Context: an optimization exercise on an open-source flow, tuned for small area, a short achievable clock period and few clock cycles per item. The choices shown serve that exercise and are no tape-out recipe. In this exercise RTL edits were held to simulation tests only and were not proved equivalent to the original.

### config.mk
export PLATFORM = sky130hd
export DESIGN_NAME = tensor_polynomial_basis_eval_top
export DESIGN_NICKNAME = tensor_polynomial_basis_eval_top
export VERILOG_FILES = /design/flow/design.v
export SDC_FILE = /design/flow/constraint.sdc
export NUM_CORES = 4
export LEC_CHECK = 0
export CAP_MARGIN = 20
export CORE_MARGIN = 2
export CORE_UTILIZATION = 40
export SETUP_SLACK_MARGIN = 5
export SLEW_MARGIN = 20
export TNS_END_PERCENT = 100
### constraint.sdc
create_clock -name core_clock -period 12.0 [get_ports {clk_i}]
set_input_delay 2.4000 -clock core_clock [delete_from_list [all_inputs] [get_ports {clk_i}]]
set_output_delay 2.4000 -clock core_clock [all_outputs]
set_load 0.01 [all_outputs]
### run.sh
#!/bin/bash
# synth_recipe.tcl (not shown) runs the flow's synth.tcl, then flattens the netlist and writes it again
# the make line also repeats each setting of config.mk as NAME=value (left out here)
make -C /OpenROAD-flow-scripts/flow DESIGN_CONFIG=/design/flow/config.mk WORK_HOME=/design/flow/orfs CLKGATE_MAP_FILE= SYNTH_SCRIPT=/design/flow/synth_recipe.tcl finish
### design.v
package tpbe_pkg;
  localparam int unsigned CMD_W      = 2;
  localparam int unsigned COORD_W    = 16;
  localparam int unsigned VALUE_W    = 18;
  localparam int unsigned TERM_W     = 4;
  localparam int unsigned ORDER_W    = 2;
  localparam int unsigned CFG_IDX_W  = 1;
  localparam int unsigned CFG_DATA_W = 2;
endpackage
module tensor_polynomial_basis_eval_top (
  input  logic                                clk_i,
  input  logic                                rst_ni,
  input  logic                                item_valid_i,
  output logic                                item_ready_o,
  input  logic [tpbe_pkg::CMD_W-1:0]          item_command_i,
  input  logic signed [tpbe_pkg::COORD_W-1:0] item_coord_a_i,
  input  logic signed [tpbe_pkg::COORD_W-1:0] item_coord_b_i,
  output logic                                result_valid_o,
  input  logic                                result_ready_i,
  output logic signed [tpbe_pkg::VALUE_W-1:0] result_value_o,
  output logic [tpbe_pkg::TERM_W-1:0]         result_term_index_o,
  output logic                                result_last_o,
  output logic                                result_bad_setting_o,
  input  logic                                cfg_we_i,
  input  logic [tpbe_pkg::CFG_IDX_W-1:0]      cfg_idx_i,
  input  logic [tpbe_pkg::CFG_DATA_W-1:0]     cfg_wdata_i
);
  localparam int unsigned MAC_ROWS = 2;   
  localparam logic [2:0] OP_B2 = 3'd0;   
  localparam logic [2:0] OP_D3 = 3'd1;   
  localparam logic [2:0] OP_T  = 3'd2;   
  localparam logic [2:0] OP_LO = 3'd3;   
  localparam logic [2:0] OP_HI = 3'd4;   
  localparam logic [2:0] OP_L0 = 3'd5;   
  localparam logic [2:0] OP_L1 = 3'd6;   
  localparam logic [2:0] OP_L2 = 3'd7;   
  function automatic logic [23:0] booth(input logic [15:0] b);
    logic bm, b0, b1;
    for (int k = 0; k < 8; k++) begin
      bm = (k == 0) ? 1'b0 : b[2*k-1];
      b0 = b[2*k];
      b1 = b[2*k+1];
      booth[3*k]   = b0 ^ bm;
      booth[3*k+1] = (b1 & !b0 & !bm) | (!b1 & b0 & bm);
      booth[3*k+2] = b1 & !(b0 & bm);
    end
  endfunction
  function automatic logic signed [15:0] clamp(input logic signed [15:0] x);
    if (x > 16'sd16384)       clamp = 16'sd16384;
    else if (x < -16'sd16384) clamp = -16'sd16384;
    else                      clamp = x;
  endfunction
  function automatic logic [4:0] op_at(input logic lag, input logic [1:0] p, input logic dm,
                                       input logic [3:0] st);
    op_at = '0;
    if (!lag && p == 2'd2) begin
      case (st)
        4'd0: op_at = {2'b10, OP_B2};
        4'd1: if (!dm) op_at = {2'b11, OP_B2};
        default: ;
      endcase
    end else if (!lag && p == 2'd3) begin
      case (st)
        4'd0: op_at = {2'b10, OP_T};
        4'd1: op_at = dm ? {2'b10, OP_B2} : {2'b11, OP_T};
        4'd2: op_at = dm ? {2'b11, OP_D3} : {2'b10, OP_B2};
        4'd3: op_at = {2'b10, OP_LO};
        4'd4: op_at = dm ? {2'b10, OP_HI} : {2'b11, OP_LO};
        4'd5: if (!dm) op_at = {2'b11, OP_B2};
        4'd6: if (!dm) op_at = {2'b10, OP_HI};
        4'd7: if (!dm) op_at = {2'b11, OP_HI};
        default: ;
      endcase
    end else if (lag && p == 2'd2) begin
      case (st)
        4'd0: op_at = {2'b10, OP_L0};
        4'd1: op_at = {2'b10, OP_L1};
        4'd2: op_at = {2'b10, OP_L2};
        4'd3: if (!dm) op_at = {2'b11, OP_L0};
        4'd4: if (!dm) op_at = {2'b11, OP_L1};
        4'd5: if (!dm) op_at = {2'b11, OP_L2};
        default: ;
      endcase
    end
  endfunction
  logic       kind_q;
  logic [1:0] ord_q;
  logic       bad_q;    
  always_ff @(posedge clk_i or negedge rst_ni) begin
    if (!rst_ni) begin
      kind_q <= 1'b0;
      ord_q  <= 2'd1;
      bad_q  <= 1'b0;
    end else if (cfg_we_i) begin
      if (cfg_idx_i[0]) begin
        ord_q <= cfg_wdata_i;
        bad_q <= kind_q && (cfg_wdata_i[1] == cfg_wdata_i[0]);
      end else begin
        kind_q <= cfg_wdata_i[0];
        bad_q  <= cfg_wdata_i[0] && (ord_q[1] == ord_q[0]);
      end
    end
  end
  logic lag, bad;
  assign lag = kind_q;
  assign bad = kind_q && (ord_q[1] == ord_q[0]);
  logic               fv_q;
  logic [1:0]         fcmd_q;
  logic signed [15:0] za_q, zb_q;
  logic [3:0]         fstep_q;
  logic [4:0]         fop_q;     
  logic signed [15:0] fx0_q, fx1_q, fx2_q, fy0_q, fy1_q;
  logic signed [17:0] fy2_q;
  logic signed [17:0] tha_q, thb_q;     
  logic signed [14:0] tloa_q, tlob_q;   
  logic signed [17:0] th_c;
  logic signed [14:0] tlo_c, tlo_s0;
  assign th_c   = op_a ? tha_q : thb_q;
  assign tlo_c  = op_a ? tloa_q : tlob_q;
  assign tlo_s0 = s0_opa_q ? tloa_q : tlob_q;
  logic               bv_q;
  logic [1:0]         bcmd_q;
  logic [1:0]         bi_q, bj_q;
  logic               blast_q;   
  logic signed [15:0] bx0_q, bx1_q, bx2_q, by0_q;
  logic signed [16:0] by1_q;
  logic signed [17:0] by2_q;
  logic               s0_bv_q, s0_triv_q, s0_last_q;
  logic signed [17:0] s0_tval_q;
  logic               s0_opv_q, s0_opa_q, s0_neg_q;
  logic [2:0]         s0_opt_q;
  logic signed [18:0] s0_a_q;
  logic [23:0]        s0_be_q;   
  logic [18:0]        s0_an_q;
  logic [23:0]        s0_ben_q;
  logic               s1_bv_q, s1_triv_q, s1_last_q;
  logic signed [17:0] s1_tval_q;
  logic               s1_opv_q, s1_opa_q;
  logic [2:0]         s1_opt_q;
  logic [MAC_ROWS-1:0][32:0] s1_row_q;
  logic               ov_q, olast_q, onew_q;
  logic signed [17:0] oval_q;
  logic [3:0]         ok_q;
  logic               sv_q, slast_q;
  logic signed [17:0] sval_q;
  logic adv;
  assign adv = !sv_q;
  logic [4:0]  cur_op;
  logic        op_v, op_a, dep_wait, op_go, fdone;
  logic [2:0]  op_t;
  logic        fdm;
  assign fdm    = (fcmd_q != 2'd0);
  assign cur_op = fop_q;
  assign op_v   = fv_q && cur_op[4];
  assign op_a   = cur_op[3];
  assign op_t   = cur_op[2:0];
  assign dep_wait = (op_t == OP_LO || op_t == OP_HI) &&
                    ((s0_opv_q && s0_opa_q == op_a && (s0_opt_q == OP_T || s0_opt_q == OP_LO)) ||
                     (s1_opv_q && s1_opa_q == op_a && (s1_opt_q == OP_T || s1_opt_q == OP_LO)));
  assign fdone  = fv_q && !cur_op[4] && !s0_opv_q && !s1_opv_q;
  logic signed [15:0] oz;
  logic signed [18:0] zz, ad_p1, ad_p2, ad_sum;
  logic               ad_ci;
  logic [9:0] adm_q, adm_d;
  logic signed [15:0] oz_q, oz_d;    
  function automatic logic [9:0] ad_mode(input logic [4:0] op, input logic lag);
    ad_mode = '0;
    if (!op[4]) begin
      ad_mode = lag ? 10'b0000_00001_1 : 10'b1000_10000_0;    
    end else begin
      case (op[2:0])
        OP_B2:   ad_mode = 10'b1000_10000_0;
        OP_T:    ad_mode = 10'b0100_10000_0;
        OP_D3:   ad_mode = 10'b0010_01000_1;
        OP_L0:   ad_mode = 10'b0001_00100_0;
        OP_L2:   ad_mode = 10'b0001_00010_0;
        OP_L1:   ad_mode = 10'b0000_01000_1;
        default: ad_mode = '0;
      endcase
    end
  endfunction
  assign oz = oz_q;
  assign zz = 19'(oz);
  always_comb begin
    ad_p1 = ({19{adm_q[9]}} & (zz <<< 1)) | ({19{adm_q[8]}} & (zz <<< 2)) |
            ({19{adm_q[7]}} & (zz <<< 4)) | ({19{adm_q[6]}} & zz);
    ad_p2 = ({19{adm_q[5]}} & zz) | ({19{adm_q[4]}} & ~zz) |
            ({19{adm_q[3]}} & -19'sd16384) | ({19{adm_q[2]}} & 19'sd16384) |
            ({19{adm_q[1]}} & ~(zz <<< 1));
    ad_ci = adm_q[0];
  end
  assign ad_sum = ad_p1 + ad_p2 + 19'(ad_ci);
  logic signed [18:0] op_av;
  logic               op_neg;
  logic               zabs_lt9460, zabs_lt7328;
  assign zabs_lt9460 = (oz < 16'sd9460) && (oz > -16'sd9460);
  assign zabs_lt7328 = (oz < 16'sd7328) && (oz > -16'sd7328);
  always_comb begin
    op_av  = ad_sum;
    op_neg = 1'b0;
    case (op_t)
      OP_B2: op_neg = zabs_lt9460;
      OP_D3: op_neg = zabs_lt7328;
      OP_LO: begin op_av = 19'($signed({1'b0, tlo_c[12:0]})); op_neg = oz[15] ^ th_c[17]; end
      OP_HI: op_av = 19'(th_c);
      OP_L0: op_neg = (oz > 16'sd0) && (oz < 16'sd16384);
      OP_L2: op_neg = (oz < 16'sd0) && (oz > -16'sd16384);
      default: ;
    endcase
  end
  logic       bdm, bswap, b_last, xconst, yc16k;
  logic [1:0] xn, yn, xs, ys;
  logic signed [15:0] xv;
  logic signed [17:0] yv, tval;
  logic       triv, b_mac;
  assign bdm    = (bcmd_q != 2'd0);
  assign bswap  = (bcmd_q == 2'd2);
  assign xn     = bswap ? bj_q : bi_q;
  assign yn     = bswap ? bi_q : bj_q;
  assign b_last = blast_q;
  assign xs     = lag ? xn : xn - 2'd1;
  assign ys     = lag ? yn : yn - 2'd1;
  assign xconst = !lag && (xn == 2'd0);
  assign yc16k  = !lag && (bdm ? (yn == 2'd1) : (yn == 2'd0));
  always_comb begin
    case (xs)
      2'd0:    xv = bx0_q;
      2'd1:    xv = bx1_q;
      default: xv = bx2_q;
    endcase
    if (xconst) xv = 16'sd16384;
    case (ys)
      2'd0:    yv = 18'(by0_q);
      2'd1:    yv = 18'(by1_q);
      default: yv = by2_q;
    endcase
    if (yc16k) yv = 18'sd16384;
    else if (!lag && yn == 2'd0) yv = 18'sd0;
  end
  assign triv = bad || xconst || yc16k || (!lag && yn == 2'd0);
  assign tval = bad ? 18'sd0 : xconst ? yv : yc16k ? 18'(xv) : 18'sd0;
  assign b_mac = bv_q && !triv;
  logic op_prio, b_go;
  assign op_prio = lag || (bi_q == ord_q);
  assign op_go   = op_v && !dep_wait && (!b_mac || op_prio);
  assign b_go    = bv_q && !(b_mac && op_go);
  logic xfer;
  assign xfer = fdone && (!bv_q || (b_last && b_go));
  logic       rdy_q, rdy_d, accept;
  logic       fv_d, bv_d, blast_d, s0_opv_d, s1_opv_d, sv_d;
  logic [4:0] fop_acc, fop_nxt, fop_d;
  assign item_ready_o = rdy_q;
  assign accept       = item_valid_i && rdy_q;
  assign fop_acc      = op_at(lag, ord_q, item_command_i != 2'd0, 4'd0);
  assign fop_nxt      = op_at(lag, ord_q, fdm, fstep_q + 4'd1);
  always_comb begin
    fv_d = fv_q;
    if (accept)           fv_d = (item_command_i != 2'd3);
    else if (xfer && adv) fv_d = 1'b0;
    fop_d = fop_q;
    if (accept)           fop_d = fop_acc;
    else if (adv && op_go) fop_d = fop_nxt;
    bv_d     = bv_q;
    blast_d  = blast_q;
    s0_opv_d = s0_opv_q;
    s1_opv_d = s1_opv_q;
    if (adv) begin
      if (xfer)                bv_d = 1'b1;
      else if (b_go && b_last) bv_d = 1'b0;
      if (xfer)                blast_d = (ord_q == 2'd0);
      else if (b_go)           blast_d = (bj_q != ord_q) && (bi_q == ord_q) && (bj_q + 2'd1 == ord_q);
      s0_opv_d = op_go;
      s1_opv_d = s0_opv_q;
    end
    if (sv_q)                           sv_d = !result_ready_i;
    else if (!ov_q || result_ready_i)   sv_d = 1'b0;
    else                                sv_d = s1_bv_q;
    adm_d = ad_mode(fop_d, lag);
    if (accept)             oz_d = clamp(item_coord_b_i);
    else if (adv && op_go)  oz_d = (fop_nxt[4] && !fop_nxt[3]) ? zb_q : za_q;
    else                    oz_d = oz_q;
    rdy_d = !fv_d || (!fop_d[4] && !s0_opv_d && !s1_opv_d && (!bv_d || blast_d) && !sv_d);
  end
  function automatic logic signed [15:0] lag1_b0(input logic signed [15:0] z);
    lag1_b0 = 16'sd8192 - (z >>> 1);
  endfunction
  function automatic logic signed [15:0] lag1_b1(input logic signed [15:0] z);
    lag1_b1 = 16'sd8192 + (z >>> 1) + $signed({15'd0, z[0]});
  endfunction
  logic signed [15:0] nbx0, nbx1, nbx2, nby0;
  logic signed [16:0] nby1;
  logic signed [17:0] nby2;
  always_comb begin
    nbx0 = fx0_q;
    nbx1 = fx1_q;
    nbx2 = fx2_q;
    nby0 = fy0_q;
    nby1 = 17'(fy1_q);
    nby2 = fy2_q;
    if (!lag) begin
      nbx0 = zb_q;
      nby0 = za_q;
      if (fdm) nby1 = ad_sum[16:0];
    end else if (ord_q == 2'd1) begin
      nbx0 = lag1_b0(zb_q);
      nbx1 = lag1_b1(zb_q);
      nby0 = fdm ? -16'sd8192 : lag1_b0(za_q);
      nby1 = fdm ? 17'sd8192 : 17'(lag1_b1(za_q));
    end else if (fdm) begin
      nby0 = za_q - 16'sd8192;
      nby1 = ad_sum[16:0];
      nby2 = 18'(za_q) + 18'sd8192;
    end
  end
  logic signed [32:0] mac_c, mac_r;
  logic signed [32:0] negc, hic;
  assign negc = {32'd0, s0_neg_q};
  assign hic  = {17'd0, ~tlo_s0[14], tlo_s0[14], tlo_s0[13:0]};    
  always_comb begin
    if (!s0_opv_q) begin
      mac_c = 33'sd8192 - negc;
    end else begin
      case (s0_opt_q)
        OP_B2:   mac_c = -33'sd268435456 + 33'sd16384 - negc;
        OP_D3:   mac_c = -33'sd805306368 + 33'sd16384 - negc;
        OP_T:    mac_c = -33'sd805306368;
        OP_LO:   mac_c = 33'sd0 - negc;
        OP_HI:   mac_c = hic;
        OP_L1:   mac_c = 33'sd268435456 + 33'sd8192;
        default: mac_c = 33'sd16384 - negc;
      endcase
    end
  end
  logic [MAC_ROWS-1:0][32:0] mac_row;
  logic [32:0] pp0;
  assign pp0 = {1'b0, 1'b0, 1'b0, 1'b0, 1'b0, 1'b0, 1'b0, 1'b0, 1'b0, 1'b0, 1'b0, 1'b0, 1'b0, ~(((~s0_ben_q[0] | ~s0_ben_q[1]) & s0_a_q[18]) ^ ~s0_ben_q[2]), (((~s0_ben_q[0] & s0_a_q[18]) | (~s0_ben_q[1] & s0_a_q[17])) ^ ~s0_ben_q[2]), (((~s0_ben_q[0] & s0_a_q[17]) | (~s0_ben_q[1] & s0_a_q[16])) ^ ~s0_ben_q[2]), (((~s0_ben_q[0] & s0_a_q[16]) | (~s0_ben_q[1] & s0_a_q[15])) ^ ~s0_ben_q[2]), (((~s0_ben_q[0] & s0_a_q[15]) | (~s0_ben_q[1] & s0_a_q[14])) ^ ~s0_ben_q[2]), (((~s0_ben_q[0] & s0_a_q[14]) | (~s0_ben_q[1] & s0_a_q[13])) ^ ~s0_ben_q[2]), (((~s0_ben_q[0] & s0_a_q[13]) | (~s0_ben_q[1] & s0_a_q[12])) ^ ~s0_ben_q[2]), (((~s0_ben_q[0] & s0_a_q[12]) | (~s0_ben_q[1] & s0_a_q[11])) ^ ~s0_ben_q[2]), (((~s0_ben_q[0] & s0_a_q[11]) | (~s0_ben_q[1] & s0_a_q[10])) ^ ~s0_ben_q[2]), (((~s0_ben_q[0] & s0_a_q[10]) | (~s0_ben_q[1] & s0_a_q[9])) ^ ~s0_ben_q[2]), (((s0_be_q[0] & s0_a_q[9]) | (s0_be_q[1] & s0_a_q[8])) ^ s0_be_q[2]), (((s0_be_q[0] & s0_a_q[8]) | (s0_be_q[1] & s0_a_q[7])) ^ s0_be_q[2]), (((s0_be_q[0] & s0_a_q[7]) | (s0_be_q[1] & s0_a_q[6])) ^ s0_be_q[2]), (((s0_be_q[0] & s0_a_q[6]) | (s0_be_q[1] & s0_a_q[5])) ^ s0_be_q[2]), (((s0_be_q[0] & s0_a_q[5]) | (s0_be_q[1] & s0_a_q[4])) ^ s0_be_q[2]), (((s0_be_q[0] & s0_a_q[4]) | (s0_be_q[1] & s0_a_q[3])) ^ s0_be_q[2]), (((s0_be_q[0] & s0_a_q[3]) | (s0_be_q[1] & s0_a_q[2])) ^ s0_be_q[2]), (((s0_be_q[0] & s0_a_q[2]) | (s0_be_q[1] & s0_a_q[1])) ^ s0_be_q[2]), (((s0_be_q[0] & s0_a_q[1]) | (s0_be_q[1] & s0_a_q[0])) ^ s0_be_q[2]), ((s0_be_q[0] & s0_a_q[0]) ^ s0_be_q[2])};
  logic [32:0] pp1;
  assign pp1 = {1'b0, 1'b0, 1'b0, 1'b0, 1'b0, 1'b0, 1'b0, 1'b0, 1'b0, 1'b0, 1'b0, ~(((~s0_ben_q[3] | ~s0_ben_q[4]) & s0_a_q[18]) ^ ~s0_ben_q[5]), (((~s0_ben_q[3] & s0_a_q[18]) | (~s0_ben_q[4] & s0_a_q[17])) ^ ~s0_ben_q[5]), (((~s0_ben_q[3] & s0_a_q[17]) | (~s0_ben_q[4] & s0_a_q[16])) ^ ~s0_ben_q[5]), (((~s0_ben_q[3] & s0_a_q[16]) | (~s0_ben_q[4] & s0_a_q[15])) ^ ~s0_ben_q[5]), (((~s0_ben_q[3] & s0_a_q[15]) | (~s0_ben_q[4] & s0_a_q[14])) ^ ~s0_ben_q[5]), (((~s0_ben_q[3] & s0_a_q[14]) | (~s0_ben_q[4] & s0_a_q[13])) ^ ~s0_ben_q[5]), (((~s0_ben_q[3] & s0_a_q[13]) | (~s0_ben_q[4] & s0_a_q[12])) ^ ~s0_ben_q[5]), (((~s0_ben_q[3] & s0_a_q[12]) | (~s0_ben_q[4] & s0_a_q[11])) ^ ~s0_ben_q[5]), (((~s0_ben_q[3] & s0_a_q[11]) | (~s0_ben_q[4] & s0_a_q[10])) ^ ~s0_ben_q[5]), (((~s0_ben_q[3] & s0_a_q[10]) | (~s0_ben_q[4] & s0_a_q[9])) ^ ~s0_ben_q[5]), (((s0_be_q[3] & s0_a_q[9]) | (s0_be_q[4] & s0_a_q[8])) ^ s0_be_q[5]), (((s0_be_q[3] & s0_a_q[8]) | (s0_be_q[4] & s0_a_q[7])) ^ s0_be_q[5]), (((s0_be_q[3] & s0_a_q[7]) | (s0_be_q[4] & s0_a_q[6])) ^ s0_be_q[5]), (((s0_be_q[3] & s0_a_q[6]) | (s0_be_q[4] & s0_a_q[5])) ^ s0_be_q[5]), (((s0_be_q[3] & s0_a_q[5]) | (s0_be_q[4] & s0_a_q[4])) ^ s0_be_q[5]), (((s0_be_q[3] & s0_a_q[4]) | (s0_be_q[4] & s0_a_q[3])) ^ s0_be_q[5]), (((s0_be_q[3] & s0_a_q[3]) | (s0_be_q[4] & s0_a_q[2])) ^ s0_be_q[5]), (((s0_be_q[3] & s0_a_q[2]) | (s0_be_q[4] & s0_a_q[1])) ^ s0_be_q[5]), (((s0_be_q[3] & s0_a_q[1]) | (s0_be_q[4] & s0_a_q[0])) ^ s0_be_q[5]), ((s0_be_q[3] & s0_a_q[0]) ^ s0_be_q[5]), 1'b0, s0_be_q[2]};
  logic [32:0] pp2;
  assign pp2 = {1'b0, 1'b0, 1'b0, 1'b0, 1'b0, 1'b0, 1'b0, 1'b0, 1'b0, ~(((~s0_ben_q[6] | ~s0_ben_q[7]) & s0_a_q[18]) ^ ~s0_ben_q[8]), (((~s0_ben_q[6] & s0_a_q[18]) | (~s0_ben_q[7] & s0_a_q[17])) ^ ~s0_ben_q[8]), (((~s0_ben_q[6] & s0_a_q[17]) | (~s0_ben_q[7] & s0_a_q[16])) ^ ~s0_ben_q[8]), (((~s0_ben_q[6] & s0_a_q[16]) | (~s0_ben_q[7] & s0_a_q[15])) ^ ~s0_ben_q[8]), (((~s0_ben_q[6] & s0_a_q[15]) | (~s0_ben_q[7] & s0_a_q[14])) ^ ~s0_ben_q[8]), (((~s0_ben_q[6] & s0_a_q[14]) | (~s0_ben_q[7] & s0_a_q[13])) ^ ~s0_ben_q[8]), (((~s0_ben_q[6] & s0_a_q[13]) | (~s0_ben_q[7] & s0_a_q[12])) ^ ~s0_ben_q[8]), (((~s0_ben_q[6] & s0_a_q[12]) | (~s0_ben_q[7] & s0_a_q[11])) ^ ~s0_ben_q[8]), (((~s0_ben_q[6] & s0_a_q[11]) | (~s0_ben_q[7] & s0_a_q[10])) ^ ~s0_ben_q[8]), (((~s0_ben_q[6] & s0_a_q[10]) | (~s0_ben_q[7] & s0_a_q[9])) ^ ~s0_ben_q[8]), (((s0_be_q[6] & s0_a_q[9]) | (s0_be_q[7] & s0_a_q[8])) ^ s0_be_q[8]), (((s0_be_q[6] & s0_a_q[8]) | (s0_be_q[7] & s0_a_q[7])) ^ s0_be_q[8]), (((s0_be_q[6] & s0_a_q[7]) | (s0_be_q[7] & s0_a_q[6])) ^ s0_be_q[8]), (((s0_be_q[6] & s0_a_q[6]) | (s0_be_q[7] & s0_a_q[5])) ^ s0_be_q[8]), (((s0_be_q[6] & s0_a_q[5]) | (s0_be_q[7] & s0_a_q[4])) ^ s0_be_q[8]), (((s0_be_q[6] & s0_a_q[4]) | (s0_be_q[7] & s0_a_q[3])) ^ s0_be_q[8]), (((s0_be_q[6] & s0_a_q[3]) | (s0_be_q[7] & s0_a_q[2])) ^ s0_be_q[8]), (((s0_be_q[6] & s0_a_q[2]) | (s0_be_q[7] & s0_a_q[1])) ^ s0_be_q[8]), (((s0_be_q[6] & s0_a_q[1]) | (s0_be_q[7] & s0_a_q[0])) ^ s0_be_q[8]), ((s0_be_q[6] & s0_a_q[0]) ^ s0_be_q[8]), 1'b0, s0_be_q[5], 1'b0, 1'b0};
  logic [32:0] pp3;
  assign pp3 = {1'b0, 1'b0, 1'b0, 1'b0, 1'b0, 1'b0, 1'b0, ~(((~s0_ben_q[9] | ~s0_ben_q[10]) & s0_a_q[18]) ^ ~s0_ben_q[11]), (((~s0_ben_q[9] & s0_a_q[18]) | (~s0_ben_q[10] & s0_a_q[17])) ^ ~s0_ben_q[11]), (((~s0_ben_q[9] & s0_a_q[17]) | (~s0_ben_q[10] & s0_a_q[16])) ^ ~s0_ben_q[11]), (((~s0_ben_q[9] & s0_a_q[16]) | (~s0_ben_q[10] & s0_a_q[15])) ^ ~s0_ben_q[11]), (((~s0_ben_q[9] & s0_a_q[15]) | (~s0_ben_q[10] & s0_a_q[14])) ^ ~s0_ben_q[11]), (((~s0_ben_q[9] & s0_a_q[14]) | (~s0_ben_q[10] & s0_a_q[13])) ^ ~s0_ben_q[11]), (((~s0_ben_q[9] & s0_a_q[13]) | (~s0_ben_q[10] & s0_a_q[12])) ^ ~s0_ben_q[11]), (((~s0_ben_q[9] & s0_a_q[12]) | (~s0_ben_q[10] & s0_a_q[11])) ^ ~s0_ben_q[11]), (((~s0_ben_q[9] & s0_a_q[11]) | (~s0_ben_q[10] & s0_a_q[10])) ^ ~s0_ben_q[11]), (((~s0_ben_q[9] & s0_a_q[10]) | (~s0_ben_q[10] & s0_a_q[9])) ^ ~s0_ben_q[11]), (((s0_be_q[9] & s0_a_q[9]) | (s0_be_q[10] & s0_a_q[8])) ^ s0_be_q[11]), (((s0_be_q[9] & s0_a_q[8]) | (s0_be_q[10] & s0_a_q[7])) ^ s0_be_q[11]), (((s0_be_q[9] & s0_a_q[7]) | (s0_be_q[10] & s0_a_q[6])) ^ s0_be_q[11]), (((s0_be_q[9] & s0_a_q[6]) | (s0_be_q[10] & s0_a_q[5])) ^ s0_be_q[11]), (((s0_be_q[9] & s0_a_q[5]) | (s0_be_q[10] & s0_a_q[4])) ^ s0_be_q[11]), (((s0_be_q[9] & s0_a_q[4]) | (s0_be_q[10] & s0_a_q[3])) ^ s0_be_q[11]), (((s0_be_q[9] & s0_a_q[3]) | (s0_be_q[10] & s0_a_q[2])) ^ s0_be_q[11]), (((s0_be_q[9] & s0_a_q[2]) | (s0_be_q[10] & s0_a_q[1])) ^ s0_be_q[11]), (((s0_be_q[9] & s0_a_q[1]) | (s0_be_q[10] & s0_a_q[0])) ^ s0_be_q[11]), ((s0_be_q[9] & s0_a_q[0]) ^ s0_be_q[11]), 1'b0, s0_be_q[8], 1'b0, 1'b0, 1'b0, 1'b0};
  logic [32:0] pp4;
  assign pp4 = {1'b0, 1'b0, 1'b0, 1'b0, 1'b0, ~(((~s0_ben_q[12] | ~s0_ben_q[13]) & ~s0_an_q[18]) ^ ~s0_ben_q[14]), (((~s0_ben_q[12] & ~s0_an_q[18]) | (~s0_ben_q[13] & ~s0_an_q[17])) ^ ~s0_ben_q[14]), (((~s0_ben_q[12] & ~s0_an_q[17]) | (~s0_ben_q[13] & ~s0_an_q[16])) ^ ~s0_ben_q[14]), (((~s0_ben_q[12] & ~s0_an_q[16]) | (~s0_ben_q[13] & ~s0_an_q[15])) ^ ~s0_ben_q[14]), (((~s0_ben_q[12] & ~s0_an_q[15]) | (~s0_ben_q[13] & ~s0_an_q[14])) ^ ~s0_ben_q[14]), (((~s0_ben_q[12] & ~s0_an_q[14]) | (~s0_ben_q[13] & ~s0_an_q[13])) ^ ~s0_ben_q[14]), (((~s0_ben_q[12] & ~s0_an_q[13]) | (~s0_ben_q[13] & ~s0_an_q[12])) ^ ~s0_ben_q[14]), (((~s0_ben_q[12] & ~s0_an_q[12]) | (~s0_ben_q[13] & ~s0_an_q[11])) ^ ~s0_ben_q[14]), (((~s0_ben_q[12] & ~s0_an_q[11]) | (~s0_ben_q[13] & ~s0_an_q[10])) ^ ~s0_ben_q[14]), (((~s0_ben_q[12] & ~s0_an_q[10]) | (~s0_ben_q[13] & ~s0_an_q[9])) ^ ~s0_ben_q[14]), (((s0_be_q[12] & ~s0_an_q[9]) | (s0_be_q[13] & ~s0_an_q[8])) ^ s0_be_q[14]), (((s0_be_q[12] & ~s0_an_q[8]) | (s0_be_q[13] & ~s0_an_q[7])) ^ s0_be_q[14]), (((s0_be_q[12] & ~s0_an_q[7]) | (s0_be_q[13] & ~s0_an_q[6])) ^ s0_be_q[14]), (((s0_be_q[12] & ~s0_an_q[6]) | (s0_be_q[13] & ~s0_an_q[5])) ^ s0_be_q[14]), (((s0_be_q[12] & ~s0_an_q[5]) | (s0_be_q[13] & ~s0_an_q[4])) ^ s0_be_q[14]), (((s0_be_q[12] & ~s0_an_q[4]) | (s0_be_q[13] & ~s0_an_q[3])) ^ s0_be_q[14]), (((s0_be_q[12] & ~s0_an_q[3]) | (s0_be_q[13] & ~s0_an_q[2])) ^ s0_be_q[14]), (((s0_be_q[12] & ~s0_an_q[2]) | (s0_be_q[13] & ~s0_an_q[1])) ^ s0_be_q[14]), (((s0_be_q[12] & ~s0_an_q[1]) | (s0_be_q[13] & ~s0_an_q[0])) ^ s0_be_q[14]), ((s0_be_q[12] & ~s0_an_q[0]) ^ s0_be_q[14]), 1'b0, s0_be_q[11], 1'b0, 1'b0, 1'b0, 1'b0, 1'b0, 1'b0};
  logic [32:0] pp5;
  assign pp5 = {1'b0, 1'b0, 1'b0, ~(((~s0_ben_q[15] | ~s0_ben_q[16]) & ~s0_an_q[18]) ^ ~s0_ben_q[17]), (((~s0_ben_q[15] & ~s0_an_q[18]) | (~s0_ben_q[16] & ~s0_an_q[17])) ^ ~s0_ben_q[17]), (((~s0_ben_q[15] & ~s0_an_q[17]) | (~s0_ben_q[16] & ~s0_an_q[16])) ^ ~s0_ben_q[17]), (((~s0_ben_q[15] & ~s0_an_q[16]) | (~s0_ben_q[16] & ~s0_an_q[15])) ^ ~s0_ben_q[17]), (((~s0_ben_q[15] & ~s0_an_q[15]) | (~s0_ben_q[16] & ~s0_an_q[14])) ^ ~s0_ben_q[17]), (((~s0_ben_q[15] & ~s0_an_q[14]) | (~s0_ben_q[16] & ~s0_an_q[13])) ^ ~s0_ben_q[17]), (((~s0_ben_q[15] & ~s0_an_q[13]) | (~s0_ben_q[16] & ~s0_an_q[12])) ^ ~s0_ben_q[17]), (((~s0_ben_q[15] & ~s0_an_q[12]) | (~s0_ben_q[16] & ~s0_an_q[11])) ^ ~s0_ben_q[17]), (((~s0_ben_q[15] & ~s0_an_q[11]) | (~s0_ben_q[16] & ~s0_an_q[10])) ^ ~s0_ben_q[17]), (((~s0_ben_q[15] & ~s0_an_q[10]) | (~s0_ben_q[16] & ~s0_an_q[9])) ^ ~s0_ben_q[17]), (((s0_be_q[15] & ~s0_an_q[9]) | (s0_be_q[16] & ~s0_an_q[8])) ^ s0_be_q[17]), (((s0_be_q[15] & ~s0_an_q[8]) | (s0_be_q[16] & ~s0_an_q[7])) ^ s0_be_q[17]), (((s0_be_q[15] & ~s0_an_q[7]) | (s0_be_q[16] & ~s0_an_q[6])) ^ s0_be_q[17]), (((s0_be_q[15] & ~s0_an_q[6]) | (s0_be_q[16] & ~s0_an_q[5])) ^ s0_be_q[17]), (((s0_be_q[15] & ~s0_an_q[5]) | (s0_be_q[16] & ~s0_an_q[4])) ^ s0_be_q[17]), (((s0_be_q[15] & ~s0_an_q[4]) | (s0_be_q[16] & ~s0_an_q[3])) ^ s0_be_q[17]), (((s0_be_q[15] & ~s0_an_q[3]) | (s0_be_q[16] & ~s0_an_q[2])) ^ s0_be_q[17]), (((s0_be_q[15] & ~s0_an_q[2]) | (s0_be_q[16] & ~s0_an_q[1])) ^ s0_be_q[17]), (((s0_be_q[15] & ~s0_an_q[1]) | (s0_be_q[16] & ~s0_an_q[0])) ^ s0_be_q[17]), ((s0_be_q[15] & ~s0_an_q[0]) ^ s0_be_q[17]), 1'b0, s0_be_q[14], 1'b0, 1'b0, 1'b0, 1'b0, 1'b0, 1'b0, 1'b0, 1'b0};
  logic [32:0] pp6;
  assign pp6 = {1'b0, ~(((~s0_ben_q[18] | ~s0_ben_q[19]) & ~s0_an_q[18]) ^ ~s0_ben_q[20]), (((~s0_ben_q[18] & ~s0_an_q[18]) | (~s0_ben_q[19] & ~s0_an_q[17])) ^ ~s0_ben_q[20]), (((~s0_ben_q[18] & ~s0_an_q[17]) | (~s0_ben_q[19] & ~s0_an_q[16])) ^ ~s0_ben_q[20]), (((~s0_ben_q[18] & ~s0_an_q[16]) | (~s0_ben_q[19] & ~s0_an_q[15])) ^ ~s0_ben_q[20]), (((~s0_ben_q[18] & ~s0_an_q[15]) | (~s0_ben_q[19] & ~s0_an_q[14])) ^ ~s0_ben_q[20]), (((~s0_ben_q[18] & ~s0_an_q[14]) | (~s0_ben_q[19] & ~s0_an_q[13])) ^ ~s0_ben_q[20]), (((~s0_ben_q[18] & ~s0_an_q[13]) | (~s0_ben_q[19] & ~s0_an_q[12])) ^ ~s0_ben_q[20]), (((~s0_ben_q[18] & ~s0_an_q[12]) | (~s0_ben_q[19] & ~s0_an_q[11])) ^ ~s0_ben_q[20]), (((~s0_ben_q[18] & ~s0_an_q[11]) | (~s0_ben_q[19] & ~s0_an_q[10])) ^ ~s0_ben_q[20]), (((~s0_ben_q[18] & ~s0_an_q[10]) | (~s0_ben_q[19] & ~s0_an_q[9])) ^ ~s0_ben_q[20]), (((s0_be_q[18] & ~s0_an_q[9]) | (s0_be_q[19] & ~s0_an_q[8])) ^ s0_be_q[20]), (((s0_be_q[18] & ~s0_an_q[8]) | (s0_be_q[19] & ~s0_an_q[7])) ^ s0_be_q[20]), (((s0_be_q[18] & ~s0_an_q[7]) | (s0_be_q[19] & ~s0_an_q[6])) ^ s0_be_q[20]), (((s0_be_q[18] & ~s0_an_q[6]) | (s0_be_q[19] & ~s0_an_q[5])) ^ s0_be_q[20]), (((s0_be_q[18] & ~s0_an_q[5]) | (s0_be_q[19] & ~s0_an_q[4])) ^ s0_be_q[20]), (((s0_be_q[18] & ~s0_an_q[4]) | (s0_be_q[19] & ~s0_an_q[3])) ^ s0_be_q[20]), (((s0_be_q[18] & ~s0_an_q[3]) | (s0_be_q[19] & ~s0_an_q[2])) ^ s0_be_q[20]), (((s0_be_q[18] & ~s0_an_q[2]) | (s0_be_q[19] & ~s0_an_q[1])) ^ s0_be_q[20]), (((s0_be_q[18] & ~s0_an_q[1]) | (s0_be_q[19] & ~s0_an_q[0])) ^ s0_be_q[20]), ((s0_be_q[18] & ~s0_an_q[0]) ^ s0_be_q[20]), 1'b0, s0_be_q[17], 1'b0, 1'b0, 1'b0, 1'b0, 1'b0, 1'b0, 1'b0, 1'b0, 1'b0, 1'b0};
  logic [32:0] pp7;
  assign pp7 = {(((~s0_ben_q[21] & ~s0_an_q[18]) | (~s0_ben_q[22] & ~s0_an_q[17])) ^ ~s0_ben_q[23]), (((~s0_ben_q[21] & ~s0_an_q[17]) | (~s0_ben_q[22] & ~s0_an_q[16])) ^ ~s0_ben_q[23]), (((~s0_ben_q[21] & ~s0_an_q[16]) | (~s0_ben_q[22] & ~s0_an_q[15])) ^ ~s0_ben_q[23]), (((~s0_ben_q[21] & ~s0_an_q[15]) | (~s0_ben_q[22] & ~s0_an_q[14])) ^ ~s0_ben_q[23]), (((~s0_ben_q[21] & ~s0_an_q[14]) | (~s0_ben_q[22] & ~s0_an_q[13])) ^ ~s0_ben_q[23]), (((~s0_ben_q[21] & ~s0_an_q[13]) | (~s0_ben_q[22] & ~s0_an_q[12])) ^ ~s0_ben_q[23]), (((~s0_ben_q[21] & ~s0_an_q[12]) | (~s0_ben_q[22] & ~s0_an_q[11])) ^ ~s0_ben_q[23]), (((~s0_ben_q[21] & ~s0_an_q[11]) | (~s0_ben_q[22] & ~s0_an_q[10])) ^ ~s0_ben_q[23]), (((~s0_ben_q[21] & ~s0_an_q[10]) | (~s0_ben_q[22] & ~s0_an_q[9])) ^ ~s0_ben_q[23]), (((s0_be_q[21] & ~s0_an_q[9]) | (s0_be_q[22] & ~s0_an_q[8])) ^ s0_be_q[23]), (((s0_be_q[21] & ~s0_an_q[8]) | (s0_be_q[22] & ~s0_an_q[7])) ^ s0_be_q[23]), (((s0_be_q[21] & ~s0_an_q[7]) | (s0_be_q[22] & ~s0_an_q[6])) ^ s0_be_q[23]), (((s0_be_q[21] & ~s0_an_q[6]) | (s0_be_q[22] & ~s0_an_q[5])) ^ s0_be_q[23]), (((s0_be_q[21] & ~s0_an_q[5]) | (s0_be_q[22] & ~s0_an_q[4])) ^ s0_be_q[23]), (((s0_be_q[21] & ~s0_an_q[4]) | (s0_be_q[22] & ~s0_an_q[3])) ^ s0_be_q[23]), (((s0_be_q[21] & ~s0_an_q[3]) | (s0_be_q[22] & ~s0_an_q[2])) ^ s0_be_q[23]), (((s0_be_q[21] & ~s0_an_q[2]) | (s0_be_q[22] & ~s0_an_q[1])) ^ s0_be_q[23]), (((s0_be_q[21] & ~s0_an_q[1]) | (s0_be_q[22] & ~s0_an_q[0])) ^ s0_be_q[23]), ((s0_be_q[21] & ~s0_an_q[0]) ^ s0_be_q[23]), 1'b0, s0_be_q[20], 1'b0, 1'b0, 1'b0, 1'b0, 1'b0, 1'b0, 1'b0, 1'b0, 1'b0, 1'b0, 1'b0, 1'b0};
  logic [32:0] krow;
  assign krow = 33'd5726797824 | {18'd0, s0_be_q[23], 14'd0};
  logic [32:0] cs0_0s, cs0_0c, cs0_0m;
  assign cs0_0s = pp0 ^ pp1 ^ pp2;
  assign cs0_0m = (pp0 & pp1) | (pp0 & pp2) | (pp1 & pp2);
  assign cs0_0c = {cs0_0m[31:0], 1'b0};
  logic [32:0] cs0_1s, cs0_1c, cs0_1m;
  assign cs0_1s = pp3 ^ pp4 ^ pp5;
  assign cs0_1m = (pp3 & pp4) | (pp3 & pp5) | (pp4 & pp5);
  assign cs0_1c = {cs0_1m[31:0], 1'b0};
  logic [32:0] cs0_2s, cs0_2c, cs0_2m;
  assign cs0_2s = pp6 ^ pp7 ^ krow;
  assign cs0_2m = (pp6 & pp7) | (pp6 & krow) | (pp7 & krow);
  assign cs0_2c = {cs0_2m[31:0], 1'b0};
  logic [32:0] cs1_0s, cs1_0c, cs1_0m;
  assign cs1_0s = cs0_0s ^ cs0_0c ^ cs0_1s;
  assign cs1_0m = (cs0_0s & cs0_0c) | (cs0_0s & cs0_1s) | (cs0_0c & cs0_1s);
  assign cs1_0c = {cs1_0m[31:0], 1'b0};
  logic [32:0] cs1_1s, cs1_1c, cs1_1m;
  assign cs1_1s = cs0_1c ^ cs0_2s ^ cs0_2c;
  assign cs1_1m = (cs0_1c & cs0_2s) | (cs0_1c & cs0_2c) | (cs0_2s & cs0_2c);
  assign cs1_1c = {cs1_1m[31:0], 1'b0};
  logic [32:0] cs2_0s, cs2_0c, cs2_0m;
  assign cs2_0s = cs1_0s ^ cs1_0c ^ cs1_1s;
  assign cs2_0m = (cs1_0s & cs1_0c) | (cs1_0s & cs1_1s) | (cs1_0c & cs1_1s);
  assign cs2_0c = {cs2_0m[31:0], 1'b0};
  logic [32:0] cs3_0s, cs3_0c, cs3_0m;
  assign cs3_0s = cs2_0s ^ cs2_0c ^ cs1_1c;
  assign cs3_0m = (cs2_0s & cs2_0c) | (cs2_0s & cs1_1c) | (cs2_0c & cs1_1c);
  assign cs3_0c = {cs3_0m[31:0], 1'b0};
  logic [32:0] cs4_0s, cs4_0c, cs4_0m;
  assign cs4_0s = cs3_0s ^ cs3_0c ^ mac_c;
  assign cs4_0m = (cs3_0s & cs3_0c) | (cs3_0s & mac_c) | (cs3_0c & mac_c);
  assign cs4_0c = {cs4_0m[31:0], 1'b0};
  assign mac_row[0] = cs4_0s;
  assign mac_row[1] = cs4_0c;
  always_comb begin
    mac_r = '0;
    for (int r = 0; r < MAC_ROWS; r++) mac_r = mac_r + s1_row_q[r];
  end
  logic signed [17:0] beat_val;
  assign beat_val = s1_triv_q ? s1_tval_q : mac_r[31:14];
  always_ff @(posedge clk_i or negedge rst_ni) begin
    if (!rst_ni) begin
      fv_q     <= 1'b0;
      rdy_q    <= 1'b1;
      bv_q     <= 1'b0;
      s0_bv_q  <= 1'b0;
      s0_opv_q <= 1'b0;
      s1_bv_q  <= 1'b0;
      s1_opv_q <= 1'b0;
      ov_q     <= 1'b0;
      onew_q   <= 1'b1;
      sv_q     <= 1'b0;
    end else begin
      fv_q  <= fv_d;
      rdy_q <= rdy_d;
      if (adv) begin
        if (xfer)             bv_q <= 1'b1;
        else if (b_go && b_last) bv_q <= 1'b0;
        s0_bv_q  <= b_go;
        s0_opv_q <= op_go;
        s1_bv_q  <= s0_bv_q;
        s1_opv_q <= s0_opv_q;
      end
      if (sv_q) begin
        if (result_ready_i) begin
          ov_q <= 1'b1;
          onew_q <= slast_q;
          sv_q <= 1'b0;
        end
      end else if (!ov_q || result_ready_i) begin
        ov_q <= s1_bv_q;
        if (s1_bv_q) onew_q <= s1_last_q;
      end else begin
        sv_q <= s1_bv_q;
      end
    end
  end
  always_ff @(posedge clk_i) begin
    if (item_valid_i && item_ready_o) begin
      fcmd_q  <= item_command_i;
      za_q    <= clamp(item_coord_a_i);
      zb_q    <= clamp(item_coord_b_i);
      fstep_q <= '0;
    end else if (adv && op_go) begin
      fstep_q <= fstep_q + 4'd1;
    end
    fop_q   <= fop_d;
    adm_q   <= adm_d;
    oz_q    <= oz_d;
    blast_q <= blast_d;
    if (adv) begin
      if (xfer) begin
        bcmd_q <= fcmd_q;
        bi_q   <= '0;
        bj_q   <= '0;
        bx0_q  <= nbx0;
        bx1_q  <= nbx1;
        bx2_q  <= nbx2;
        by0_q  <= nby0;
        by1_q  <= nby1;
        by2_q  <= nby2;
      end else if (b_go) begin
        if (bj_q == ord_q) begin
          bj_q <= '0;
          bi_q <= bi_q + 2'd1;
        end else begin
          bj_q <= bj_q + 2'd1;
        end
      end
      s0_triv_q <= triv;
      s0_tval_q <= tval;
      s0_last_q <= b_last;
      s0_opa_q  <= op_a;
      s0_opt_q  <= op_t;
      if (b_mac && !op_go) begin
        s0_a_q   <= 19'(yv);
        s0_be_q  <= booth(xv);
        s0_ben_q <= ~booth(xv);
        s0_an_q  <= ~{yv[17], yv};
        s0_neg_q <= xv[15] ^ yv[17];
      end else begin
        s0_a_q   <= op_av;
        s0_be_q  <= booth(oz);
        s0_ben_q <= ~booth(oz);
        s0_an_q  <= ~op_av;
        s0_neg_q <= op_neg;
      end
      s1_triv_q <= s0_triv_q;
      s1_tval_q <= s0_tval_q;
      s1_last_q <= s0_last_q;
      s1_opa_q  <= s0_opa_q;
      s1_opt_q  <= s0_opt_q;
      s1_row_q  <= mac_row;
      if (s1_opv_q) begin
        case (s1_opt_q)
          OP_B2: if (s1_opa_q) fy1_q <= mac_r[30:15]; else fx1_q <= mac_r[30:15];
          OP_D3: fy2_q <= mac_r[32:15];
          OP_T: begin
            if (s1_opa_q) begin
              tha_q  <= mac_r[30:13];
              tloa_q <= {2'b00, mac_r[12:0]};
            end else begin
              thb_q  <= mac_r[30:13];
              tlob_q <= {2'b00, mac_r[12:0]};
            end
          end
          OP_LO: if (s1_opa_q) tloa_q <= mac_r[27:13]; else tlob_q <= mac_r[27:13];
          OP_HI: if (s1_opa_q) fy2_q <= 18'($signed(mac_r[31:16])); else fx2_q <= mac_r[31:16];
          OP_L0: if (s1_opa_q) fy0_q <= mac_r[30:15]; else fx0_q <= mac_r[30:15];
          OP_L1: if (s1_opa_q) fy1_q <= mac_r[29:14]; else fx1_q <= mac_r[29:14];
          default: if (s1_opa_q) fy2_q <= 18'($signed(mac_r[30:15])); else fx2_q <= mac_r[30:15];
        endcase
      end
    end
    if (sv_q) begin
      if (result_ready_i) begin
        oval_q  <= sval_q;
        ok_q    <= onew_q ? 4'd0 : ok_q + 4'd1;
        olast_q <= slast_q;
      end
    end else if (!ov_q || result_ready_i) begin
      oval_q  <= beat_val;
      if (s1_bv_q) ok_q <= onew_q ? 4'd0 : ok_q + 4'd1;
      olast_q <= s1_last_q;
    end else begin
      sval_q  <= beat_val;
      slast_q <= s1_last_q;
    end
  end
  assign result_valid_o       = ov_q;
  assign result_value_o       = oval_q;
  assign result_term_index_o  = ok_q;
  assign result_last_o        = olast_q;
  assign result_bad_setting_o = bad_q;
endmodule
==> summary.txt, run 1 <==
status=timing/DRC/antenna clean; crit path launch=item_valid_i; Worst-Skew Late Latency=0.63 ns; cell area after synthesis=approximately 37000 um2; Yosys reg bits=about 600; site row count=~110; final antenna-violating net count=0; worst r2r src=adm_q[4]$_SDFF_PP0_; DP Wirelength=about 86 mm; fin worst setup slack=between 7 and 8 ns; CTS Sinks=approximately 600; Max H-tree Level=3; CP arrival=between 4 and 5 ns; Vias=roughly 27000; Num CTS Buffers=68; post-CTS setup repair buffer count=0; initial antenna violation count=3; Netlist cell types=around 110; WS Path Type=input pin to flip-flop; part of the Yosys area used for sequential elements=between 40% and 50%; CP endpoint kind=flip-flop; wirelength, routed=around 110 mm; worst clock skew=between 0.02 and 0.025 ns; Cell Area, Placed=39100 um2; hold bufs inserted after CTS=0; Synth warnings=1; Final setup viols=0; DRC viols=0; fin crit share=36.21%; CP required=roughly 13 ns; Worst R2R Setup Slack=approximately 7.7 ns; CTS tree=yes; CP Launch Type=input pin; pre-CTS WS=between 7 and 8 ns; Max Clk Rate=around 230 MHz; Post-synth ARST share=2.353%; Final Critical Period=roughly 4.3 ns; Hold Violations, Final=0; First DRT Iteration DRCs=between 2000 and 3000; initial core utilization=between 40% and 50%; Die W=between 300 and 400 um; Pre-antenna DRT Iters=6; core outline area=between 90000 and 100000 um2; post-route setup TNS=0 ns; fraction of layout cells with a size suffix above 1=under 10%; max_slew headroom=around a quarter; GRT overflow=0; RePlAce Congestion=0.9263; ys flop type=edfxtp_1; Worst Tran Pin Value=1.135 ns; clk slew on worst S/H paths=about 0.060 ns; Mapped Cells=about 3400; Slew Viols, Final=0; reg2reg end=s0_an_q[16]$_DFFE_PN_; pin count of the biggest net entering global routing=78; area grow syn2layout=10.59%; FF-to-FF path depth=12; worst hold path type=flip-flop to flip-flop; I/O pins=68; Die Footprint=95860 um2; Clock Root Buffer=clkbuf_16; number of global-route vias before repair=around 25000; number of flops mapped to enable cells by yosys=between 500 and 600; hold-critical path depth=0; placed cells=around 4500; Net Count, Synth=roughly 3700; RSZ-0062 raised after global routing=no; Post-layout nets=about 3700; final cell count without fillers=between 4000 and 5000; number of port buffers=67; Max-Cap Viols=0; Vias per Instance=approximately 5.7; Chip Height=309.6 um; Longest Clk Path Bufs=3; Syn Area/Cell=10.97 um2; PostCTS Resize Cnt=0; post-route cell area=roughly 41000 um2; routed length per placed instance=about 24 um; CP endpoint=adm_q[4]$_SDFF_PP0_; critical path peak fanout=46; Global Route Usage Sum=23.71%; first-pass GRT wire length=roughly 170 mm
==> registers in the layout, indices dropped and copies added, names as in the netlist, 17 cells and up <==
signal	count
by1_q	17
by2_q	18
fy2_q	18
oval_q	18
s0_a_q	19
s0_an_q	19
s0_be_q	24
s0_ben_q	24
s0_tval_q	18
s1_row_q	65
s1_tval_q	18
sval_q	18
tha_q	18
thb_q	18
==> area by class of cell <==
cell class                      instances  area, um2
Antenna cell                            3      7.507
Clock buffer                           87       1836
Clock inverter                         35      359.1
Fill cell                            8747      51590
Inverter                              263      997.2
Multi-Input combinational cell       2308      17930
Sequential cell                       595      17610
Tap cell                             1254       1569
Timing Repair Buffer                  111       1008
==> worst max-delay path, cell delays in order <==
cell and delay [ns]:
clkdlybuf4s50_1 0.46, nand2_1 0.07, buf_4 0.25, inv_2 0.77
nand2_1 0.10, o21ai_0 0.11, a31oi_1 0.12, or3_1 0.38
a21boi_0 0.18
==> per-layer routing <==
layer	part of all wire, %	up-vias	track usage (%)
li1	-	12159	-
met1	42	13239	33.01
met2	46	1114	37.41
met3	7.9	187	3.675
met4	3.8	0	8.783
met5	0	-	0
==> cells by family (layout without fill, tap and decap cells) <==
| kind of cell | count (synthesis) | after routing | share of synthesized area, % |
|---|---|---|---|
| other | 0 | 3 | 0 |
| multiplexers | 193 | 193 | 5.509 |
| buffers and inverters | 502 | 496 | 5.177 |
| XOR/XNOR | 264 | 264 | 6.289 |
| flip-flops | 595 | 595 | 47.14 |
| adder cells (fa/ha/maj) | 284 | 284 | 12.14 |
| AO/OA/AOI/OAI | 800 | 800 | 13.89 |
| AND/OR/NAND/NOR | 767 | 767 | 9.853 |
==> metrics by stage <==
stage	hold slack (ns)	utilization, %
3_3_place_gp	0.4009	42.08
4_1_cts	0.4001	44.44
5_1_grt	0.4098	44.46
2_1_floorplan	0.4003	-
3_5_place_dp	0.4045	42.08
6_report	0.4022	44.47
==> cells in the mapped netlist (33+ instances only) <==
master | n | area [um2]
fa_1 | 131 | 2623
edfxtp_1 | 562 | 16880
nand2b_1 | 33 | 206.5
and2_1 | 40 | 250.2
nand2_1 | 267 | 1002
nand3_1 | 38 | 190.2
o21ai_0 | 188 | 940.9
a21oi_1 | 153 | 765.7
a22oi_1 | 69 | 518.0
xor2_1 | 94 | 823.3
ha_1 | 153 | 1914
nor3_1 | 38 | 190.2
inv_1 | 253 | 949.7
clkbuf_1 | 198 | 743.2
o22ai_1 | 139 | 869.6
nor2_1 | 189 | 709.4
xnor2_1 | 165 | 1445
mux2i_1 | 146 | 1461
mux2_2 | 41 | 461.7
==> worst min-delay path by stage <==
stage                                          to  slack [ns]                         from
after floorplan                bx2_q[0]$_DFFE_PP_        0.40           fx2_q[0]$_DFFE_PP_
after global placement         bx2_q[3]$_DFFE_PP_        0.40           fx2_q[3]$_DFFE_PP_
after detailed placement      bx2_q[14]$_DFFE_PP_        0.40          fx2_q[14]$_DFFE_PP_
after CTS                 s1_tval_q[12]$_DFFE_PN_        0.40  s0_tval_q[12]$_SDFFCE_PP0N_
after global routing      s1_tval_q[12]$_DFFE_PN_        0.41  s0_tval_q[12]$_SDFFCE_PP0N_
final                     s1_tval_q[12]$_DFFE_PN_        0.40  s0_tval_q[12]$_SDFFCE_PP0N_
==> layout by cell type, fill, tap and decap left out, drive strengths merged, types with 24 or more instances in the layout <==
master / n
a211oi: 30
a21o: 27
a21oi: 156
a22oi: 69
and2: 41
and3: 25
buf: 44
clkbuf: 87
clkdlybuf4s50: 67
clkinv: 29
edfxtp: 562
fa: 131
ha: 153
inv: 260
mux2: 41
mux2i: 146
nand2: 268
nand2b: 34
nand3: 38
nor2: 190
nor2b: 24
nor3: 40
o21a: 25
o21ai: 196
o22ai: 139
xnor2: 169
xor2: 95
Testbench counts, summed over its fixed seeds: cycles 20,563, beats 18,820.
==> run 2, diff against run 1 <==
--- a/design.v
+++ b/design.v
@@ -258,7 +258,7 @@
     if (accept)           fv_d = (item_command_i != 2'd3);
     else if (xfer && adv) fv_d = 1'b0;
     fop_d = fop_q;
-    if (accept)           fop_d = fop_acc;
+    if (rdy_q)            fop_d = fop_acc;
     else if (adv && op_go) fop_d = fop_nxt;
     bv_d     = bv_q;
     blast_d  = blast_q;
@@ -276,7 +276,7 @@
     else if (!ov_q || result_ready_i)   sv_d = 1'b0;
     else                                sv_d = s1_bv_q;
     adm_d = ad_mode(fop_d, lag);
-    if (accept)             oz_d = clamp(item_coord_b_i);
+    if (rdy_q)              oz_d = clamp(item_coord_b_i);
     else if (adv && op_go)  oz_d = (fop_nxt[4] && !fop_nxt[3]) ? zb_q : za_q;
     else                    oz_d = oz_q;
     rdy_d = !fv_d || (!fop_d[4] && !s0_opv_d && !s1_opv_d && (!bv_d || blast_d) && !sv_d);
@@ -428,7 +428,7 @@
     end
   end
   always_ff @(posedge clk_i) begin
-    if (item_valid_i && item_ready_o) begin
+    if (rdy_q) begin
       fcmd_q  <= item_command_i;
       za_q    <= clamp(item_coord_a_i);
       zb_q    <= clamp(item_coord_b_i);
--- a/config.mk
+++ b/config.mk
@@ -7,7 +7,7 @@
 export LEC_CHECK = 0
 export CAP_MARGIN = 20
 export CORE_MARGIN = 2
-export CORE_UTILIZATION = 40
+export CORE_UTILIZATION = 55
 export SETUP_SLACK_MARGIN = 5
 export SLEW_MARGIN = 20
 export TNS_END_PERCENT = 100
==> run 2 against run 1 <==
  * Still clean on timing, DRC and antenna
  * Die area shrank 28%
  * Register-to-register slack worse by 0.51 ns
  * Worst setup slack got worse by 0.44 ns
  * Final area fell by 1.8%
  * Sequential share of layout area is 0.80 points higher
  * Cell count shrank 10%
  * Worst hold slack gained 0.0027 ns
  * Critical path type is now flip-flop to flip-flop
  * Critical endpoint is now bx0_q[1]$_DFFE_PP_
  * Highest routed layer unchanged
==> summary.txt, run 2 <==
Compound-Gate Fraction of Synth Area=12.62%; Pre-antenna DRT Iters=8; most common cell after layout, fill and taps aside=edfxtp_1; Worst-Skew Late Latency=~0.62 ns; worst hold path type=flip-flop to flip-flop; Global Route Usage Sum=31.96%; Num CTS Buffers=69; Final Critical Period=roughly 4.8 ns; First DRT Iteration DRCs=2653; Yosys reg bits=between 500 and 600; DRC viols=0; CTS Sinks=595; number of flip-flops in the largest register=65; site row count=95; Die Footprint=between 60000 and 70000 um2; most flop-heavy register=s1_row_q; pin count of the biggest net entering global routing=94; ys flop type=edfxtp_1; cell area after synthesis=approximately 37000 um2; final hold slack=0.4049 ns; first-pass GRT wire length=165.5 mm; part of the Yosys area used for sequential elements=~48%; number of global-route vias before repair=roughly 26000; mux contribution to synthesized area=under 10%; PostCTS Resize Cnt=0; Post-synth top cells=edfxtp_1, nand2_1, inv_1, o21ai_0, clkbuf_1; Synth Area in XOR/XNOR=6.548%; hold-critical path depth=0; CTS tree=yes; Synth top area share=~46%; worst clock skew=approximately 0.021 ns; leading post-synthesis cells by cell area=edfxtp_1, fa_1, ha_1; hold bufs inserted after CTS=0; Ant. Diodes=0; clk slew on worst S/H paths=approximately 0.060 ns; Slew Viols, Final=0; post-route setup TNS=0 ns; RePlAce Congestion=0.9377; CP endpoint kind=flip-flop; largest family of logic cells by synthesized area=compound AO/OA/AOI/OAI gates; WS Path Type=flip-flop to flip-flop; GRT overflow=0; I/O pins=between 60 and 70; Worst Tran Pin Value=between 1 and 1.5 ns; status=timing/DRC/antenna clean; Die W=263.5 um; initial core utilization=a little under three fifths; wirelength, routed=around 110 mm; routed length per placed instance=26.44 um; Synth Area in Adders=approximately an eighth; Clock Root Buffer=clkbuf_16; FF-to-FF path depth=12; Post-synth ARST share=under 10%; Mapped Cells=~3300; Hold Violations, Final=0; number of flops mapped to enable cells by yosys=about 560; CP required=12.25 ns; CP Launch Type=flip-flop; number of port buffers=67; Synth warnings=1; fin crit share=about two fifths; Longest Clk Path Bufs=3; core outline area=~67000 um2; initial antenna violation count=0; DP Wirelength=82.82 mm; Vias per Instance=around 6.3; max_slew headroom=about 25%; Max Clk Rate=209.2 MHz; RSZ-0062 raised after global routing=no; CP arrival=5.03 ns; Simple-Gate Fraction of Synth Area=under 10%; Max H-tree Level=3; critical path peak fanout=57; Vias=around 26000; final antenna-violating net count=0; Post-layout nets=around 3600; Max-Cap Viols=0; Chip Height=approximately 260 um; Netlist cell types=105; Syn Area/Cell=between 10 and 15 um2; cell taking the most area after synthesis=edfxtp_1; Final setup viols=0; post-CTS setup repair buffer count=0; count leader, synth=edfxtp_1; biggest regs=s1_row_q: 65 flops, s0_be_q: 24 flops, s0_ben_q: 24 flops; fraction of layout cells with a size suffix above 1=around 8.9%; most frequent cells in the layout=edfxtp_1, nand2_1, inv_1; area grow syn2layout=9.525%; Net Count, Synth=~3600
run 2: worst max-delay path: stages, from the launching register on:
cell and delay, ns:
edfxtp_1 0.40, nor2b_1 0.45, mux2i_1 0.36, ha_1 0.21, o21ai_0 0.17, a21oi_2 0.81, a211oi_2 0.17, inv_2 0.14
o21ai_1 0.08, a21o_1 0.23, nor2_4 0.08, buf_4 0.58, buf_4 0.66
run 2: cells by family after synthesis:
kind of cell / after synthesis
AOI/OAI and AO/OA: 728
xor gates and xnor gates: 273
adders and majority gates: 284
buffers and inverters: 482
DFF: 595
muxes: 228
and+or+nand+nor: 722
run 2: layer usage:
layer	up-vias	part of all wire (%)	track usage, %
met5	-	0	0
met4	0	2.9	9.838
met3	188	6.6	3.704
met2	1105	48	53.13
met1	13108	42	44.17
li1	11792	-	-
run 2: area by class of cell:
type | count | area (um2)
Sequential cell | 595 | 17610
Multi-Input combinational cell | 2235 | 17630
Inverter | 254 | 960.9
Clock buffer | 79 | 1807
Timing Repair Buffer | 107 | 978.4
Fill cell | 5462 | 26360
Clock inverter | 46 | 479.2
Tap cell | 873 | 1092
run 2: path summary, 6_finish.rpt:
| check | to | slack (ns) | startpoint |
|---|---|---|---|
| max | bx0_q[1]$_DFFE_PP_ | 7.22 | bcmd_q[0]$_DFFE_PP_ |
| min | bx2_q[9]$_DFFE_PP_ | 0.40 | fx2_q[9]$_DFFE_PP_ |
| max reg2reg | bx0_q[1]$_DFFE_PP_ | 7.22 | bcmd_q[0]$_DFFE_PP_ |
| min reg2reg | bx2_q[9]$_DFFE_PP_ | 0.40 | fx2_q[9]$_DFFE_PP_ |
| max in group asynchronous | kind_q$_DFFE_PN0P_ | 9.33 | rst_ni |
| min in group asynchronous | bv_q$_DFF_PN0_ | 2.20 | rst_ni |
run 2: stage by stage:
step / cells / setup WS, ns / cell area, um2 / util (%)
after floorplan: 3312 / 5.982 / 37040 / -
after global placement: 4063 / 7.327 / 38260 / 57.17
after detailed placement: 4064 / 7.198 / 38270 / 57.19
after CTS: 4189 / 7.188 / 40560 / 60.61
after global routing: 4189 / 6.793 / 40560 / 60.61
final: 4189 / 7.219 / 40560 / 60.61
Testbench counts of run 2, summed over its fixed seeds: cycles 20,563, beats 18,820.

==> static timing again, ports no longer ideal <==
The results above use ideal ports. As a check the final layouts listed here were re-extracted and re-timed, cells and wires unchanged. Step 1 assumes that a clkbuf_16 drives the clock port and a buf_2 every other input. Step 2 moves the port delays by t, midway between the first and last clock arrival at a register: inputs arrive t later, outputs are due t later. That takes back most of the time a late clock gives input paths. Three values: ideal ports, drivers, drivers and shift; two values: the first two.
| run | t, ns | setup WS [ns] | hold WS [ns] |
|---|---|---|---|
| run 1 | 0.685 | 7.655 / 7.691 / 7.006 | 0.402 / 0.402 / 0.402 |
| run 2 | 0.677 | 7.219 / 7.219 / 7.219 | 0.405 / 0.405 / 0.405 |
After both steps every run listed still meets setup and hold. The setup slack of run 1, which loses most, moves by +0.036 ns with the drivers and by -0.649 ns with both steps.
